Context: an optimization exercise on an open-source flow, tuned for small area, a short achievable clock period and few clock cycles per item. The choices shown serve that exercise and are no tape-out recipe.
Function not checked in this run: the RTL went through the layout flow alone.
No activity file was given, so power comes from the tool's default toggle rates.

--- design/flow/design.v ---
package dws_pkg;
  localparam int SAMPLE_W     = 8;
  localparam int TIME_W       = 15;
  localparam int TICK_W       = 8;
  localparam int SEG_LIST_W   = 18;
  localparam int SEG_CODE_W   = 3;
  localparam int SEG_CODES    = 6;
  localparam int CFG_INDEX_W  = 3;
  localparam int CFG_DATA_W   = 15;
  localparam logic [TICK_W-1:0] HOLD_TICKS_RESET = 8'd18;
  localparam logic [TICK_W-1:0] UNIT_TICKS_RESET = 8'd20;
  localparam logic [1:0] OP_LOAD  = 2'd0;
  localparam logic [1:0] OP_START = 2'd1;
  localparam logic [1:0] OP_TICK  = 2'd2;
  localparam logic [1:0] OP_NOP   = 2'd3;
endpackage
module dws_store (
  input  logic                           clk_i,
  input  logic                           clr_i,
  input  logic                           we_i,
  input  logic [1:0]                     wr_tbl_i,
  input  logic [4:0]                     wr_idx_i,
  input  logic [dws_pkg::SAMPLE_W-1:0]   wr_data_i,
  input  logic [1:0]                     rd_tbl_i,
  input  logic [4:0]                     rd_idx_i,
  output logic [dws_pkg::SAMPLE_W-1:0]   rd_data_o,
  output logic [4*dws_pkg::SAMPLE_W-1:0] first_o,
  output logic [4*dws_pkg::SAMPLE_W-1:0] second_o
);
  localparam int W = dws_pkg::SAMPLE_W;
  logic [W-1:0] t0_q [10];
  logic [W-1:0] t1_q [20];
  logic [W-1:0] t2_q [20];
  logic [W-1:0] t3_q [20];
  logic [W-1:0] wd;
  assign wd = clr_i ? '0 : wr_data_i;
  for (genvar i = 0; i < 10; i++) begin : g_t0
    always_ff @(posedge clk_i) begin
      if (clr_i || (we_i && wr_tbl_i == 2'd0 && wr_idx_i == 5'(i))) t0_q[i] <= wd;
    end
  end
  for (genvar i = 0; i < 20; i++) begin : g_t123
    always_ff @(posedge clk_i) begin
      if (clr_i || (we_i && wr_tbl_i == 2'd1 && wr_idx_i == 5'(i))) t1_q[i] <= wd;
      if (clr_i || (we_i && wr_tbl_i == 2'd2 && wr_idx_i == 5'(i))) t2_q[i] <= wd;
      if (clr_i || (we_i && wr_tbl_i == 2'd3 && wr_idx_i == 5'(i))) t3_q[i] <= wd;
    end
  end
  logic [3:0]  tsel;
  logic [19:0] isel;
  always_comb begin
    for (int t = 0; t < 4; t++) tsel[t] = (rd_tbl_i == 2'(t));
    for (int i = 0; i < 20; i++) isel[i] = (rd_idx_i == 5'(i));
  end
  always_comb begin
    rd_data_o = '0;
    for (int i = 0; i < 10; i++) rd_data_o = rd_data_o | ({W{tsel[0] & isel[i]}} & t0_q[i]);
    for (int i = 0; i < 20; i++) begin
      rd_data_o = rd_data_o | ({W{tsel[1] & isel[i]}} & t1_q[i]);
      rd_data_o = rd_data_o | ({W{tsel[2] & isel[i]}} & t2_q[i]);
      rd_data_o = rd_data_o | ({W{tsel[3] & isel[i]}} & t3_q[i]);
    end
  end
  assign first_o  = {t3_q[0], t2_q[0], t1_q[0], t0_q[0]};
  assign second_o = {t3_q[1], t2_q[1], t1_q[1], t0_q[1]};
endmodule
module dws_scan (
  input  logic [dws_pkg::SEG_LIST_W-1:0] seg_i,
  input  logic [2:0]                     tnz_i,    
  output logic [dws_pkg::SEG_CODES-1:0]  pl_o,
  output logic                           found_o,  
  output logic                           zft_o,    
  output logic [2:0]                     c1_o,     
  output logic [2:0]                     c2_o      
);
  localparam int N = dws_pkg::SEG_CODES;
  logic [N-1:0] zf, first, rest, second;
  always_comb begin
    for (int p = 0; p < N; p++) begin
      logic [2:0] c;
      logic fl, nz;
      c  = seg_i[3*p +: 3];
      fl = c[2] && (c[1:0] != 2'd3);
      nz = tnz_i[c[1:0]];
      pl_o[p] = (c != 3'd0) && (!fl || nz);
      zf[p]   = fl && !nz;
    end
  end
  assign first   = pl_o & (~pl_o + N'(1));
  assign rest    = pl_o & ~first;
  assign second  = rest & (~rest + N'(1));
  assign found_o = |pl_o;
  always_comb begin
    zft_o = 1'b0;
    c1_o  = '0;
    c2_o  = '0;
    for (int p = 0; p < N; p++) begin
      if (zf[p] && ((pl_o >> (p + 1)) == '0)) zft_o = 1'b1;
      c1_o = c1_o | ({3{first[p]}} & seg_i[3*p +: 3]);
      c2_o = c2_o | ({3{second[p]}} & seg_i[3*p +: 3]);
    end
  end
endmodule
module dws_ctrl (
  input  logic                            clk_i,
  input  logic                            rst_ni,
  input  logic                            proc_i,
  input  logic [1:0]                      op_i,
  input  logic [1:0]                      tsel_i,
  input  logic [4:0]                      idx_i,
  input  logic [dws_pkg::SAMPLE_W-1:0]    val_i,
  input  logic [dws_pkg::SEG_LIST_W-1:0]  seg_i,
  input  logic [dws_pkg::SEG_CODES-1:0]   s_pl_i,
  input  logic                            s_found_i,
  input  logic                            s_zft_i,
  input  logic [2:0]                      s_c1_i,
  input  logic [2:0]                      s_c2_i,
  input  logic [3*dws_pkg::TIME_W-1:0]    time_i,
  input  logic [3*dws_pkg::SAMPLE_W-1:0]  amp_i,
  input  logic [dws_pkg::TICK_W-1:0]      hold_m1_i,  
  input  logic [dws_pkg::TICK_W-1:0]      unit_m1_i,  
  input  logic [dws_pkg::SAMPLE_W-1:0]    dac_prev_i,
  output logic                            we_o,
  output logic [1:0]                      wr_tbl_o,
  output logic [4:0]                      wr_idx_o,
  output logic [dws_pkg::SAMPLE_W-1:0]    wr_data_o,
  output logic [1:0]                      rd_tbl_o,
  output logic [4:0]                      rd_idx_o,
  input  logic [dws_pkg::SAMPLE_W-1:0]    rd_data_i,
  input  logic [4*dws_pkg::SAMPLE_W-1:0]  first_i,
  input  logic [4*dws_pkg::SAMPLE_W-1:0]  second_i,
  output logic [dws_pkg::SAMPLE_W-1:0]    dac_o,
  output logic                            busy_o,
  output logic                            done_o,
  output logic                            refused_o
);
  localparam int N  = dws_pkg::SEG_CODES;
  localparam int SW = dws_pkg::SAMPLE_W;
  localparam int TW = dws_pkg::TIME_W;
  logic            playing_q;
  logic [3*N-1:0]  act_q;       
  logic [N-1:0]    nxt_q;       
  logic [2:0]      nxc_q;       
  logic            zft_q;       
  logic            flat_q;      
  logic [1:0]      id_q;        
  logic [4:0]      s2_q;        
  logic [SW-1:0]   rdn_q;       
  logic [7:0]      rem_q;       
  logic            exp_q;       
  logic [TW-1:0]   units_q;
  logic            last_q;      
  logic is_load, is_start, is_tick;
  assign is_load  = (op_i == dws_pkg::OP_LOAD);
  assign is_start = (op_i == dws_pkg::OP_START);
  assign is_tick  = (op_i == dws_pkg::OP_TICK);
  logic       hz, uz;
  logic [2:0] tone;
  assign hz = (hold_m1_i == '0);
  assign uz = (unit_m1_i == '0);
  always_comb begin
    for (int k = 0; k < 3; k++) tone[k] = (time_i[TW*k +: TW] == TW'(1));
  end
  logic [N-1:0] t_first, t_rest, t_second, s_first;
  logic [2:0]   t_c2;
  assign t_first  = nxt_q & (~nxt_q + N'(1));
  assign t_rest   = nxt_q & ~t_first;
  assign t_second = t_rest & (~t_rest + N'(1));
  assign s_first  = s_pl_i & (~s_pl_i + N'(1));
  always_comb begin
    t_c2 = '0;
    for (int p = 0; p < N; p++) t_c2 = t_c2 | ({3{t_second[p]}} & act_q[3*p +: 3]);
  end
  logic [2:0]   e_code;
  logic         e_found;
  logic         e_flat;
  logic [1:0]   e_id;
  assign e_code  = is_start ? s_c1_i    : nxc_q;
  assign e_found = is_start ? s_found_i : |nxt_q;
  assign e_flat  = e_code[2] && (e_code[1:0] != 2'd3);
  assign e_id    = (e_code == 3'd7) ? 2'd0 : e_code[1:0];
  logic [TW-1:0] e_time;
  logic [SW-1:0] e_amp, e_first, e_second;
  logic          e_one;
  always_comb begin
    unique case (e_code[1:0])
      2'd0:    begin e_time = time_i[0 +: TW];    e_amp = amp_i[0 +: SW];    e_one = tone[0]; end
      2'd1:    begin e_time = time_i[TW +: TW];   e_amp = amp_i[SW +: SW];   e_one = tone[1]; end
      default: begin e_time = time_i[2*TW +: TW]; e_amp = amp_i[2*SW +: SW]; e_one = tone[2]; end
    endcase
    e_first  = first_i[SW*e_id +: SW];
    e_second = second_i[SW*e_id +: SW];
  end
  assign rd_tbl_o = id_q;
  assign rd_idx_o = s2_q;
  assign we_o      = proc_i && is_load && !playing_q;
  assign wr_tbl_o  = tsel_i + 2'd1;
  assign wr_idx_o  = idx_i;
  assign wr_data_o = val_i;
  logic            playing_d, zft_d, flat_d, exp_d, last_d;
  logic [3*N-1:0]  act_d;
  logic [N-1:0]    nxt_d;
  logic [2:0]      nxc_d;
  logic [1:0]      id_d;
  logic [4:0]      s2_d;
  logic [SW-1:0]   rdn_d;
  logic [7:0]      rem_d;
  logic [TW-1:0]   units_d;
  always_comb begin
    logic enter;
    logic zero;
    playing_d = playing_q;
    act_d     = act_q;
    nxt_d     = nxt_q;
    nxc_d     = nxc_q;
    zft_d     = zft_q;
    flat_d    = flat_q;
    id_d      = id_q;
    s2_d      = s2_q;
    rdn_d     = rdn_q;
    rem_d     = rem_q;
    exp_d     = exp_q;
    units_d   = units_q;
    last_d    = last_q;
    enter     = 1'b0;
    zero      = 1'b0;
    dac_o     = dac_prev_i;
    done_o    = 1'b0;
    refused_o = (is_load || is_start) && playing_q;
    if (is_start && !playing_q) begin
      act_d = seg_i;
      zft_d = s_zft_i;
      nxt_d = s_pl_i & ~s_first;
      nxc_d = s_c2_i;
      enter = 1'b1;
      zero  = s_zft_i;
    end else if (is_tick && playing_q) begin
      if (!exp_q) begin
        rem_d = rem_q - 8'd1;
        exp_d = (rem_q == 8'd1);
      end else if (!last_q) begin
        if (flat_q) begin
          rem_d   = unit_m1_i;
          exp_d   = uz;
          units_d = units_q - TW'(1);
          last_d  = (units_q == TW'(2));
        end else begin
          rem_d  = hold_m1_i;
          exp_d  = hz;
          s2_d   = s2_q + 5'd1;
          last_d = (s2_q == ((id_q == 2'd0) ? 5'd10 : 5'd20));
          rdn_d  = rd_data_i;
          dac_o  = rdn_q;
        end
      end else begin
        enter = 1'b1;
        zero  = flat_q || zft_q;
        nxt_d = t_rest;
        nxc_d = t_c2;
      end
    end
    if (enter) begin
      if (e_found) begin
        playing_d = 1'b1;
        flat_d    = e_flat;
        id_d      = e_id;
        s2_d      = 5'd2;
        units_d   = e_time;
        if (e_flat) begin
          rem_d  = unit_m1_i;
          exp_d  = uz;
          last_d = e_one;
          dac_o  = e_amp;
        end else begin
          rem_d  = hold_m1_i;
          exp_d  = hz;
          last_d = 1'b0;
          rdn_d  = e_second;
          dac_o  = e_first;
        end
      end else begin
        playing_d = 1'b0;
        done_o    = 1'b1;
        if (zero) dac_o = '0;
      end
    end
    busy_o = playing_d;
  end
  always_ff @(posedge clk_i or negedge rst_ni) begin
    if (!rst_ni) begin
      playing_q <= 1'b0;
    end else if (proc_i) begin
      playing_q <= playing_d;
    end
  end
  always_ff @(posedge clk_i) begin
    if (proc_i) begin
      act_q   <= act_d;
      nxt_q   <= nxt_d;
      nxc_q   <= nxc_d;
      zft_q   <= zft_d;
      flat_q  <= flat_d;
      id_q    <= id_d;
      s2_q    <= s2_d;
      rdn_q   <= rdn_d;
      rem_q   <= rem_d;
      exp_q   <= exp_d;
      units_q <= units_d;
      last_q  <= last_d;
    end
  end
endmodule
module dac_waveform_sequencer #(
  parameter int TABLE_DEPTH     = 20,
  parameter int SHORT_DEPTH     = 10,
  parameter int SEQUENCE_LENGTH = 6
) (
  input  logic                              clk_i,
  input  logic                              rst_ni,
  input  logic                              in_valid_i,
  output logic                              in_stall_o,
  input  logic [1:0]                        opcode_i,
  input  logic [1:0]                        table_select_i,
  input  logic [4:0]                        sample_index_i,
  input  logic [dws_pkg::SAMPLE_W-1:0]      sample_value_i,
  input  logic [dws_pkg::SEG_LIST_W-1:0]    segment_list_i,
  output logic                              out_valid_o,
  input  logic                              out_stall_i,
  output logic [dws_pkg::SAMPLE_W-1:0]      dac_value_o,
  output logic                              busy_res_o,
  output logic                              sequence_done_o,
  output logic                              refused_o,
  input  logic                              cfg_valid_i,
  output logic                              cfg_ready_o,
  input  logic [dws_pkg::CFG_INDEX_W-1:0]   cfg_index_i,
  input  logic [dws_pkg::CFG_DATA_W-1:0]    cfg_data_i
);
  localparam int SW = dws_pkg::SAMPLE_W;
  localparam int TW = dws_pkg::TIME_W;
  assign cfg_ready_o = 1'b1;
  logic [3*TW-1:0] time_q;
  logic [3*SW-1:0] amp_q;
  logic [2:0]      tnz_q;
  logic [7:0]      hold_q, unit_q;
  logic [7:0]      hold_m1, unit_m1;
  always_ff @(posedge clk_i or negedge rst_ni) begin
    if (!rst_ni) begin
      time_q <= '0;
      amp_q  <= '0;
      tnz_q  <= '0;
      hold_q <= dws_pkg::HOLD_TICKS_RESET;
      unit_q <= dws_pkg::UNIT_TICKS_RESET;
    end else if (cfg_valid_i) begin
      unique case (cfg_index_i)
        3'd0: begin time_q[0 +: TW]    <= cfg_data_i; tnz_q[0] <= |cfg_data_i; end
        3'd1: amp_q[0 +: SW]           <= cfg_data_i[7:0];
        3'd2: begin time_q[TW +: TW]   <= cfg_data_i; tnz_q[1] <= |cfg_data_i; end
        3'd3: amp_q[SW +: SW]          <= cfg_data_i[7:0];
        3'd4: begin time_q[2*TW +: TW] <= cfg_data_i; tnz_q[2] <= |cfg_data_i; end
        3'd5: amp_q[2*SW +: SW]        <= cfg_data_i[7:0];
        3'd6: hold_q                   <= cfg_data_i[7:0];
        default: unit_q                <= cfg_data_i[7:0];
      endcase
    end
  end
  assign hold_m1 = (hold_q == '0) ? '0 : hold_q - 8'd1;
  assign unit_m1 = (unit_q == '0) ? '0 : unit_q - 8'd1;
  logic                             iv_q;
  logic                             stall_q;
  logic                             ov_q;     
  logic                             full_q;   
  logic [1:0]                       op_q;
  logic [1:0]                       tsel_q;
  logic [4:0]                       idx_q;
  logic [SW-1:0]                    val_q;
  logic [dws_pkg::SEG_LIST_W-1:0]   seg_q;
  logic [dws_pkg::SEG_CODES-1:0]    in_pl, s_pl_q;
  logic                             in_found, s_found_q;
  logic                             in_zft, s_zft_q;
  logic [2:0]                       in_c1, s_c1_q;
  logic [2:0]                       in_c2, s_c2_q;
  logic                             proc;
  logic                             take;
  assign proc = iv_q && !full_q;
  assign take = ov_q && !out_stall_i;
  logic iv_d, ov_d, full_d;
  always_comb begin
    iv_d = stall_q ? iv_q : in_valid_i;
    unique case ({full_q, ov_q})
      2'b00:   begin ov_d = proc;         full_d = 1'b0;          end
      2'b01:   begin ov_d = proc || !take; full_d = proc && !take; end
      default: begin ov_d = 1'b1;         full_d = !take;         end
    endcase
  end
  always_ff @(posedge clk_i or negedge rst_ni) begin
    if (!rst_ni) begin
      iv_q    <= 1'b0;
      stall_q <= 1'b0;
      ov_q    <= 1'b0;
      full_q  <= 1'b0;
    end else begin
      iv_q    <= iv_d;
      stall_q <= iv_d && full_d;
      ov_q    <= ov_d;
      full_q  <= full_d;
    end
  end
  always_ff @(posedge clk_i) begin
    if (!stall_q) begin
      op_q   <= opcode_i;
      tsel_q <= table_select_i;
      idx_q  <= sample_index_i;
      val_q  <= sample_value_i;
      seg_q  <= segment_list_i;
      s_pl_q    <= in_pl;
      s_found_q <= in_found;
      s_zft_q   <= in_zft;
      s_c1_q    <= in_c1;
      s_c2_q    <= in_c2;
    end
  end
  dws_scan u_scan (
    .seg_i   (segment_list_i),
    .tnz_i   (tnz_q),
    .pl_o    (in_pl),
    .found_o (in_found),
    .zft_o   (in_zft),
    .c1_o    (in_c1),
    .c2_o    (in_c2)
  );
  assign in_stall_o = stall_q;
  logic               clr_q;
  logic               we;
  logic [1:0]         wr_tbl, rd_tbl;
  logic [4:0]         wr_idx, rd_idx;
  logic [SW-1:0]      wr_data, rd_data;
  logic [4*SW-1:0]    first, second;
  logic [SW-1:0]      res_dac;
  logic               res_busy, res_done, res_refused;
  logic [SW-1:0]      o_dac_q, f_dac_q;
  logic               o_busy_q, o_done_q, o_ref_q;
  logic               f_busy_q, f_done_q, f_ref_q;
  always_ff @(posedge clk_i or negedge rst_ni) begin
    if (!rst_ni) clr_q <= 1'b1;
    else         clr_q <= 1'b0;
  end
  dws_ctrl u_ctrl (
    .clk_i      (clk_i),
    .rst_ni     (rst_ni),
    .proc_i     (proc),
    .op_i       (op_q),
    .tsel_i     (tsel_q),
    .idx_i      (idx_q),
    .val_i      (val_q),
    .seg_i      (seg_q),
    .s_pl_i     (s_pl_q),
    .s_found_i  (s_found_q),
    .s_zft_i    (s_zft_q),
    .s_c1_i     (s_c1_q),
    .s_c2_i     (s_c2_q),
    .time_i     (time_q),
    .amp_i      (amp_q),
    .hold_m1_i  (hold_m1),
    .unit_m1_i  (unit_m1),
    .dac_prev_i (o_dac_q),
    .we_o       (we),
    .wr_tbl_o   (wr_tbl),
    .wr_idx_o   (wr_idx),
    .wr_data_o  (wr_data),
    .rd_tbl_o   (rd_tbl),
    .rd_idx_o   (rd_idx),
    .rd_data_i  (rd_data),
    .first_i    (first),
    .second_i   (second),
    .dac_o      (res_dac),
    .busy_o     (res_busy),
    .done_o     (res_done),
    .refused_o  (res_refused)
  );
  dws_store u_store (
    .clk_i     (clk_i),
    .clr_i     (clr_q),
    .we_i      (we),
    .wr_tbl_i  (wr_tbl),
    .wr_idx_i  (wr_idx),
    .wr_data_i (wr_data),
    .rd_tbl_i  (rd_tbl),
    .rd_idx_i  (rd_idx),
    .rd_data_o (rd_data),
    .first_o   (first),
    .second_o  (second)
  );
  logic load_o, shift_o, load_f;
  assign load_o  = proc && (!ov_q || take);
  assign shift_o = full_q && take;
  assign load_f  = proc && ov_q && !take;
  always_ff @(posedge clk_i or negedge rst_ni) begin
    if (!rst_ni) begin
      o_dac_q <= '0;
    end else if (load_o) begin
      o_dac_q <= res_dac;
    end else if (shift_o) begin
      o_dac_q <= f_dac_q;
    end
  end
  always_ff @(posedge clk_i) begin
    if (load_o) begin
      o_busy_q <= res_busy;
      o_done_q <= res_done;
      o_ref_q  <= res_refused;
    end else if (shift_o) begin
      o_busy_q <= f_busy_q;
      o_done_q <= f_done_q;
      o_ref_q  <= f_ref_q;
    end
    if (load_f) begin
      f_dac_q  <= res_dac;
      f_busy_q <= res_busy;
      f_done_q <= res_done;
      f_ref_q  <= res_refused;
    end
  end
  assign out_valid_o     = ov_q;
  assign dac_value_o     = o_dac_q;
  assign busy_res_o      = o_busy_q;
  assign sequence_done_o = o_done_q;
  assign refused_o       = o_ref_q;
endmodule
--- design/flow/run.sh ---
#!/bin/bash
# synth_recipe.tcl (not shown) runs the flow's synth.tcl, then flattens the netlist and writes it again
# the make line also repeats each setting of config.mk as NAME=value (left out here)
make -C /OpenROAD-flow-scripts/flow DESIGN_CONFIG=/design/flow/config.mk WORK_HOME=/design/flow/orfs CLKGATE_MAP_FILE= SYNTH_SCRIPT=/design/flow/synth_recipe.tcl finish
--- design/flow/config.mk ---
export PLATFORM = sky130hd
export DESIGN_NAME = dac_waveform_sequencer
export DESIGN_NICKNAME = dac_waveform_sequencer
export VERILOG_FILES = /design/flow/design.v
export SDC_FILE = /design/flow/constraint.sdc
export NUM_CORES = 4
export LEC_CHECK = 0
export ABC_CLOCK_PERIOD_IN_PS = 2500
export CAP_MARGIN = 20
export CORE_MARGIN = 2
export CORE_UTILIZATION = 40
export CTS_BUF_LIST = sky130_fd_sc_hd__clkbuf_8 sky130_fd_sc_hd__clkbuf_4
export SETUP_SLACK_MARGIN = 4.0
export SLEW_MARGIN = 20
--- design/flow/constraint.sdc ---
create_clock -name core_clock -period 6.5 [get_ports {clk_i}]
set_input_delay 1.3000 -clock core_clock [delete_from_list [all_inputs] [get_ports {clk_i}]]
set_output_delay 1.3000 -clock core_clock [all_outputs]
set_load 0.01 [all_outputs]
==> out/results.ini <==
[yosys]
sequential_to_total_area_share_from_yosys_stat_pct=67.2
post_synth_inst_count=2475
ys_dominant_reg_cell=sky130_fd_sc_hd__edfxtp_1
synthesis.area_per_instance_um2=13.8
synth_cell_type_count=91
mappedNetlistNets=2544
synth.yosys.warnings=8
async_reset_ff_share_pct=13.1
syn-cell-area_um2=34100
synth_enable_flop_cells=679
synth_seq_cells=781

[timing]
tns_setup_ns=0
grt_setup_unrepaired=yes
min_period_ns=2.95
tightestPinTransition_ns=1.27
setup_viol=0
final_skew_ns=0.0541
timing.final.max_slew_violations=0
finalHoldViolCount=0
fin_crit_sh_pct=45.4
max_clock_freq_mhz=339
slew_headroom_pct=15.6
post-route-worst-setup-slack_ns=3.55

[detailed_routing]
detail-route-antenna-nets=0
detailedRoute.firstIterationViolations=3794
route.detailed.drc=0
route.detailed.wl_per_inst_um=31.4
detail_route.wirelength_um=126000
num_vias=25986
route.detailed.vias_per_inst=6.44
drt_pre_antenna_iters=8

[worst_setup_path]
worstSetupEndpoint=u_ctrl.rdn_q[3]
cp_num_buf_inv=3
rrSetupSlack_ns=3.55
critPathCaptureType=flip-flop
timing.critical_path.required_ns=7.03
timing.critical_path.arrival_ns=3.48
timing.reg2reg.worst_path_depth=10
worst-path-max-fanout=7
critPathLaunch=u_ctrl.s2_q[0]
worstSetupStartpointType=flip-flop
reg2reg_from=u_ctrl.s2_q[0]
crit_chain=buf_6 > ha_4 > buf_6 > nand4bb_4 > nor2_4 > buf_8 > a221oi_4 > nand4_1 > nor4_2 > a211oi_1
worst_path_max_delay_cell=sky130_fd_sc_hd__nor4_2
timing.critical_path.slowest_cell_delay_ns=0.46
critPathMostFrequentCell=sky130_fd_sc_hd__buf_6
crit_cells=10
worst-setup-path-type=flip-flop to flip-flop
crit_family=simple AND/OR/NAND/NOR gates
regToRegEndpoint=u_ctrl.rdn_q[3]

[floorplan]
boundaryPins=72
core_outline_area_um2=84900
floorplan.die.height_um=296
floorplan.rows=107
die_area_um2=87700
initial_cell_density_of_the_core_pct=40.2
chipWidth_um=296

[layout]
areaGrowthSynthToFinish_pct=26.3
nFillCells=7133
mostFrequentLayoutCells=sky130_fd_sc_hd__edfxtp_1, sky130_fd_sc_hd__buf_4, sky130_fd_sc_hd__clkbuf_8
post_route_cells_drive_above_1_share_pct=33.6
layout.nets=2851
postLayoutCoreUtil_pct=50.8
layout.cells.most_common=sky130_fd_sc_hd__edfxtp_1

[global_route]
gr-usage-all-layers_pct=27.9
grt_start_max_net_pins=79
global_route_congestion_overflow_total=0
antenna_violations_before_repair=8
first_global_vias=24507
global_route_wire_length_before_repair_um=175000

[power_and_ir_drop]
power.combinational.fraction_pct=19.4
switchingPower_mw=4.11
power.share.clock_pct=32.8
p_seq_share_pct=47.8
total_leakage_power_nw=15.9
worst_ir_drop_vdd_v=0.000190
p_per_area_nw_per_um2=320
cell_internal_pwr_mw=9.70
switching_share_pct=29.8

[worst_hold_path]
worstHoldStart=seg_q[15]
worst_hold_path_type=flip-flop to flip-flop

[clock_network]
numCtsBuffers=134
cts-htree-levels=4
cts.path.max_buffers=3
number_of_hold_buffers_added_after_cts=0
tritoncts=done
clock_latency_ns=0.84
cts_root_buffer=sky130_fd_sc_hd__clkbuf_8
path_clk_slew_ns=0.07
tritoncts_num_sinks=781

[placed_design]
detailedPlacementHpwl_um=79700
port_buffers=70
gp_congestion=1.05
detailedPlace.worstSlack_ns=2.33

[outcome]
outcome=no timing/DRC/antenna violations

[run]
max-cap-violations=0

-- sequential cells by signal (all words and copies together) (netlist names), 12 cells and up --
| register | flops |
|---|---|
| amp_q | 24 |
| seg_q | 12 |
| u_store.t0_q | 80 |
| u_store.t1_q | 160 |
| u_ctrl.act_q | 12 |
| time_q | 45 |
| u_store.t3_q | 160 |
| u_store.t2_q | 160 |
| u_ctrl.units_q | 15 |
-- how the worst min path moves through the flow --
stage                     depth (start not counted)               end
final                                             0  u_ctrl.act_q[15]
after global routing                              0  u_ctrl.act_q[15]
after CTS                                         1         time_q[7]
after detailed placement                          0  u_ctrl.act_q[15]
after global placement                            0  u_ctrl.act_q[15]
after floorplan                                   0  u_ctrl.act_q[10]
-- Yosys cell counts, drive strengths merged, types with 16 or more instances --
library cell,instances,area share (%)
a2111oi,31,0.80
a211oi,49,1.2
a21o,77,1.7
a21oi,82,1.2
a22oi,148,3.3
a31oi,24,0.44
a32oi,32,0.82
and2,25,0.46
and3,96,1.8
buf,59,1.0
clkbuf,83,0.91
dfrtp,97,7.1
edfxtp,679,60
inv,39,0.43
mux2,99,3.3
mux2i,38,1.1
nand2,100,1.1
nand2b,20,0.37
nand3,46,0.67
nand4,43,0.79
nor2,161,1.8
nor2b,22,0.43
nor3,61,0.89
nor4,29,0.55
nor4b,16,0.47
o21ai,79,1.2
xnor2,17,0.44
-- power by group through the flow --
stage	registers, mW	logic (mW)	clock network, mW
global route	6.64	2.81	4.78
global placement	6.67	1.89	0
CTS	6.57	2.34	4.57
detailed placement	6.69	1.93	0
finish	6.60	2.67	4.54
floorplan	6.46	1.29	0
-- timing repair --
action                     4_1_cts  5_1_grt
buffers inserted               124       47
pin swaps                       92       69
cloned                           7        9
gates resized for setup        516      195
setup endpoints to repair      676      261
-- layer usage --
metal  wire [um]  share of wire, %  track usage (%)  up-vias
met5          59             0.047                0        -
met1       47900                38             37.2    13047
met4        7530               6.0             15.5        6
li1            -                 -                -    10535
met3       15200                12             8.04      459
met2       55900                44             41.1     1939
-- cell families after synthesis --
family | synth area share [%]
buf+inv | 2.37
fa+ha+maj | 0.403
xor+xnor | 0.719
compound gates | 13.4
flops | 67.2
mux | 4.39
other cells | 0.0220
simple gates | 11.5
-- stage by stage --
step                hold slack (ns)  total power [mW]  area [um^2]  std cells
floorplan                     0.400              7.75        34400       2475
global placement              0.401              8.56        36300       3603
detailed placement            0.406              8.62        36400       3603
CTS                           0.420              13.5        41800       3970
global route                  0.424              14.2        43100       4028
finish                        0.419              13.8        43100       4032
-- layout make-up --
cell class	count	area [um^2]	share of cell area [%]
inverters	39	163	0.377
repair inverters	1	7.51	0.0174
multi-input cells	1521	12900	29.9
clock buffers	187	2320	5.39
diodes	6	15.0	0.0348
flip-flops and latches	781	23000	53.3
clock inverters	49	362	0.839
repair buffers	304	2930	6.79
well taps	1144	1430	3.32

==> separate check: timing with driven ports <==
The flow's constraints put no driver on any port. The routed layout listed below was extracted and timed again, unchanged, in two steps. Step 1 assumes that a clkbuf_16 drives the clock port and a buf_2 every other input. Step 2 adds t to the input delays and takes it off the output delays; t is the mean of the earliest and latest rising clock arrival at the registers after step 1. Input paths then give back, and output paths get back, about the clock's delay inside the block. Three values: no drivers, after step 1, after step 2; two values: the first two.
t (ns): 0.883
setup WS [ns]: 3.547 / 3.547 / 3.116
worst setup path at the end: input to register
After both steps setup and hold are still met in this run. For this run, drivers alone change the setup slack by 0.000 ns; drivers and shift together by -0.431 ns.
